Context: an optimization exercise on an open-source flow, tuned for small area, a short achievable clock period and few clock cycles per item. The choices shown serve that exercise and are no tape-out recipe. Only simulation tests tie the RTL to the original design; equivalence was not proved. Power and IR drop assume default switching activity.

==> inputs of run B <==
==> flow/design.v (excerpt) <==
module abp_sender_with_queue_unit #(
  parameter int unsigned QUEUE_DEPTH = abp_pkg::QUEUE_DEPTH_DEF
) (
  input  wire         clk_i,
  input  wire         rst_ni,
  input  wire         cfg_we_i,
  input  wire  [15:0] cfg_wdata_i,
  input  wire         in_valid_i,
  output logic        in_ready_o,
  input  wire  [1:0]  in_cmd_i,
  input  wire         in_seq_i,
  input  wire         in_ack_i,
  input  wire  [31:0] in_checksum_i,
  input  wire  [63:0] in_payload_lo_i,
  input  wire  [63:0] in_payload_mid_i,
  input  wire  [31:0] in_payload_hi_i,
  output logic        out_valid_o,
  input  wire         out_ready_i,
  output logic        out_sent_o,
  output logic        out_seq_o,
  output logic        out_ack_o,
  output logic [31:0] out_checksum_o,
  output logic [63:0] out_lo_o,
  output logic [63:0] out_mid_o,
  output logic [31:0] out_hi_o,
  output logic        out_dropped_o,
  output logic [4:0]  out_queue_level_o
);
  localparam int unsigned PSUM_W = abp_pkg::PSUM_W;
  localparam int unsigned PAY_W  = abp_pkg::PAYLOAD_W;
  localparam int unsigned NR     = abp_pkg::NROWS;
  logic [15:0] timeout_q;
  always_ff @(posedge clk_i or negedge rst_ni) begin
    if (!rst_ni) begin
      timeout_q <= abp_pkg::TIMEOUT_RESET;
    end else if (cfg_we_i) begin
  ...
==> flow/config.mk <==
export PLATFORM = sky130hd
export DESIGN_NAME = abp_sender_with_queue_unit
export DESIGN_NICKNAME = abp_sender_with_queue_unit
export VERILOG_FILES = /design/flow/design.v
export SDC_FILE = /design/flow/constraint.sdc
export NUM_CORES = 4
export LEC_CHECK = 0
export CAP_MARGIN = 20
export CORE_MARGIN = 2
export CORE_UTILIZATION = 40
export CTS_CLUSTER_DIAMETER = 100
export CTS_CLUSTER_SIZE = 24
export SLEW_MARGIN = 20
==> flow/constraint.sdc <==
create_clock -name core_clock -period 11.0 [get_ports {clk_i}]
set_input_delay 2.2000 -clock core_clock [delete_from_list [all_inputs] [get_ports {clk_i}]]
set_output_delay 2.2000 -clock core_clock [all_outputs]
set_load 0.01 [all_outputs]
standard.sh (not shown) runs the stock make flow with config.mk's settings and CLKGATE_MAP_FILE= SYNTH_SCRIPT=/design/flow/synth_recipe.tcl, a recipe that flattens the netlist after the stock synthesis.
==> flow/flow/run.sh <==
#!/bin/bash
set -euo pipefail
export SETUP_SLACK_MARGIN=6.3
export BUFFER_PORTS_ARGS="-buffer_cell sky130_fd_sc_hd__buf_1"
bash standard.sh > standard.log 2>&1
==> run E: changes against run B <==
--- a/flow/design.v
+++ b/flow/design.v
@@ -445,33 +445,33 @@
   logic                       fire;
   logic                       accept;
   logic                       push_in;
   logic [PAY_W-1:0]           in_pay;
   logic [NR-1:0][PSUM_W-1:0]  in_rows;
   logic [PSUM_W-1:0]          in_nk;
   logic                       in_upok;
   assign fire       = a_vld_q && (!out_vld_q || out_ready_i);
-  assign in_ready_o = !a_vld_q || !out_vld_q || out_ready_i;
-  assign accept     = in_valid_i && in_ready_o;
+  assign in_ready_o = out_ready_i;
+  assign accept     = in_valid_i && out_ready_i;
   assign in_pay  = {in_payload_hi_i, in_payload_mid_i, in_payload_lo_i};
   assign in_nk   = in_checksum_i[PSUM_W-1:0] + 13'd1 - {12'd0, in_seq_i} - {12'd0, in_ack_i};
   assign in_upok = (&in_checksum_i[31:12]) || !(|in_checksum_i[31:12]);
   abp_csa_rows u_rows (
     .p   (in_pay),
     .nc  (~in_checksum_i[PSUM_W-1:0]),
     .seq (in_seq_i),
     .ack (in_ack_i),
     .r   (in_rows)
   );
   always_ff @(posedge clk_i or negedge rst_ni) begin
     if (!rst_ni) begin
       a_vld_q <= 1'b0;
-    end else if (in_ready_o) begin
-      a_vld_q <= in_valid_i;
+    end else if (accept || fire) begin
+      a_vld_q <= accept;
     end
   end
   always_ff @(posedge clk_i) begin
     if (accept) begin
       a_cmd_q  <= in_cmd_i;
       a_ack_q  <= in_ack_i;
       a_rows_q <= in_rows;
       a_nk_q   <= in_nk;
==> run H: changes against run B <==
--- a/flow/design.v
+++ b/flow/design.v
@@ -492,23 +492,16 @@
   logic              ack_good;
   logic [15:0]       timer_start;
   always_comb begin
     a_psum = a_nk_q;
     for (int k = 0; k < NR; k++) begin
       a_psum = a_psum + a_rows_q[k];
     end
   end
-  logic [PSUM_W-1:0] a_psum_seq;
-  always_comb begin
-    a_psum_seq = a_nk_q + {12'd0, seq_q};
-    for (int k = 0; k < NR; k++) begin
-      a_psum_seq = a_psum_seq + a_rows_q[k];
-    end
-  end
   abp_csa_eq u_eq (
     .r  (a_rows_q),
     .eq (sum_eq)
   );
   assign ack_good    = wait_q && (a_ack_q == exp_ack_q) && sum_eq && a_upok_q;
   assign timer_start = (timeout_q == '0) ? 16'd1 : timeout_q;
   logic snd;
   logic src_resend;
@@ -631,34 +624,26 @@
     .push_i  (push_in),
     .wdata_i (in_pay),
     .sel_i   (head_pay_sel),
     .rdata_o (head_pay)
   );
   logic             cur_load;
   logic [PAY_W-1:0] cur_pay_q;
   assign cur_load = fire && (src_head || src_new);
-  logic snd2;
-  assign snd2 = a_vld_q &&
-                (((a_cmd_q == abp_pkg::CMD_MSG) && !wait_q) ||
-                 ((a_cmd_q == abp_pkg::CMD_ACK) && ack_good && (level_q != '0)) ||
-                 ((a_cmd_q == abp_pkg::CMD_TICK) && (timer_q == 16'd1)));
   always_ff @(posedge clk_i) begin
     if (fire) begin
-      r_sent_pay_q[0] <= snd;
-      r_sent_pay_q[2] <= snd2;
+      r_sent_lo_q <= snd;
     end
   end
   always_ff @(posedge clk_i or negedge rst_ni) begin
     if (!rst_ni) begin
-      r_sent_pay_q[1] <= 1'b1;
-      r_sent_pay_q[3] <= 1'b0;
+      r_sent_mid_q <= 1'b1;
     end else if (fire) begin
-      r_sent_pay_q[1] <= snd;
-      r_sent_pay_q[3] <= snd2;
+      r_sent_mid_q <= snd;
     end
   end
   always_ff @(posedge clk_i) begin
     if (cur_load) begin
       cur_pay_q <= head_pay;
     end
   end
   logic [QUEUE_DEPTH-1:0] head_sel;
@@ -683,30 +668,31 @@
   logic              snd_seq;
   assign snd_seq = a_is_ack ? !seq_q : seq_q;
   always_comb begin
     if (src_resend) begin
       snd_chk = cur_chk_q;
     end else if (src_head) begin
       snd_chk = head_psum + {12'd0, snd_seq};
     end else begin
-      snd_chk = a_psum_seq;
+      snd_chk = a_psum + {12'd0, seq_q};
     end
   end
   always_ff @(posedge clk_i or negedge rst_ni) begin
     if (!rst_ni) begin
       cur_chk_q <= '0;
     end else if (fire && snd) begin
       cur_chk_q <= snd_chk;
     end
   end
   logic              r_sent_q;
   logic              r_seq_q;
   logic              r_drop_q;
-  logic [3:0]        r_sent_pay_q;
+  logic              r_sent_lo_q;
+  logic              r_sent_mid_q;
   always_ff @(posedge clk_i or negedge rst_ni) begin
     if (!rst_ni) begin
       out_vld_q <= 1'b0;
       r_sent_q  <= 1'b0;
       r_seq_q   <= 1'b0;
       r_drop_q  <= 1'b0;
     end else begin
       if (fire) begin
@@ -719,18 +705,17 @@
         r_seq_q  <= snd && snd_seq;
         r_drop_q <= drop;
       end
     end
   end
   logic [PSUM_W-1:0] out_chk;
   logic [PAY_W-1:0]  out_pay;
   assign out_chk = cur_chk_q & {PSUM_W{r_sent_q}};
-  assign out_pay = cur_pay_q & {{32{r_sent_q}}, {32{r_sent_pay_q[3]}}, {32{r_sent_pay_q[2]}},
-                                {32{r_sent_pay_q[1]}}, {32{r_sent_pay_q[0]}}};
+  assign out_pay = cur_pay_q & {{32{r_sent_q}}, {64{r_sent_mid_q}}, {64{r_sent_lo_q}}};
   assign out_valid_o       = out_vld_q;
   assign out_sent_o        = r_sent_q;
   assign out_seq_o         = r_seq_q;
   assign out_ack_o         = 1'b0;
   assign out_checksum_o    = {{(32-PSUM_W){out_chk[PSUM_W-1]}}, out_chk};
   assign out_lo_o          = out_pay[63:0];
   assign out_mid_o         = out_pay[127:64];
   assign out_hi_o          = out_pay[159:128];
==> flow/flow/run.sh (replaced) <==
#!/bin/bash
set -euo pipefail
export SETUP_SLACK_MARGIN=5.8
bash standard.sh > standard.log 2>&1
CTS_CLUSTER_SIZE = 30   (was 24)
==> qor summary <==
| metric | run E | run H | run B |
|---|---|---|---|
| Result of the run | complete, no violations | complete, no violations | complete, no violations |
| Detailed router's first-iteration violation count | 9499 | 9656 | 8771 |
| Number of nets in the synthesized netlist | 6614 | 6599 | 6621 |
| Share of cell area taken by multi-input logic gates | 17.2% | 17.0% | 17.2% |
| Largest stage delay on the critical path | 140 ps | 760 ps | 170 ps |
| Final cycle utilization of the critical path | 42.6% | 46.3% | 43.6% |
| Post-synthesis share of cell area spent on and, or, nand and nor gates | 2.81% | 2.90% | 2.83% |
| Cts bufs inserted | 159 | 123 | 158 |
| Gate count after technology mapping | 6163 | 6156 | 6170 |
| Total number of vias | 64200 | 63900 | 64300 |
| PostCTS Resize Cnt | 80 | 49 | 85 |
| Fin Hold WS | 404 ps | 398 ps | 436 ps |
| Buffers and inverters on the worst path | 2 | 5 | 2 |
| # Taps | 3900 | 3781 | 3880 |
| Share of total power in combinational logic | 32.6% | 23.2% | 20.4% |
| Total instance count after detailed placement | 10200 | 10100 | 10200 |
| Fill cell count | 25100 | 24500 | 24700 |
| First-pass GRT wire length | 472000 µm | 460000 µm | 469000 µm |
| Pin count of the biggest net entering global routing | 209 | 209 | 100 |
Testbench counts of run B, summed over its fixed seeds: cycles 24,016, items 24,000.
Testbench counts of run E, summed over its fixed seeds: cycles 24,016, items 24,000.
Testbench counts of run H, summed over its fixed seeds: cycles 24,016, items 24,000.

==> static timing again, ports no longer ideal <==
In the flow no input, the clock included, has a driving cell. The finished layouts below were timed again as built, in two steps.
Step 1 assumes that a clkbuf_16 drives the clock port and a buf_2 every other input.
Step 2 times the ports against the registers' clock, not the clock port: input delays grow and output delays shrink by t, the midpoint of the rising clock arrivals with the driver on.
a / b / c = ideal / step 1 / step 2; a / b = the first two.
run | t, ns | setup slack, ns | worst data-port slew with drivers (ns)
run B | 0.973 | 6.202 / 6.179 / 5.422 | 0.23
run E | 0.958 | 6.313 / 6.288 / 5.420 | 0.23
run H | 0.970 | 5.907 / 5.841 / 4.997 | 0.22
After both steps setup and hold are still met in every run listed. For run H, which loses most, drivers alone change the setup slack by -0.066 ns; drivers and shift together by -0.910 ns.
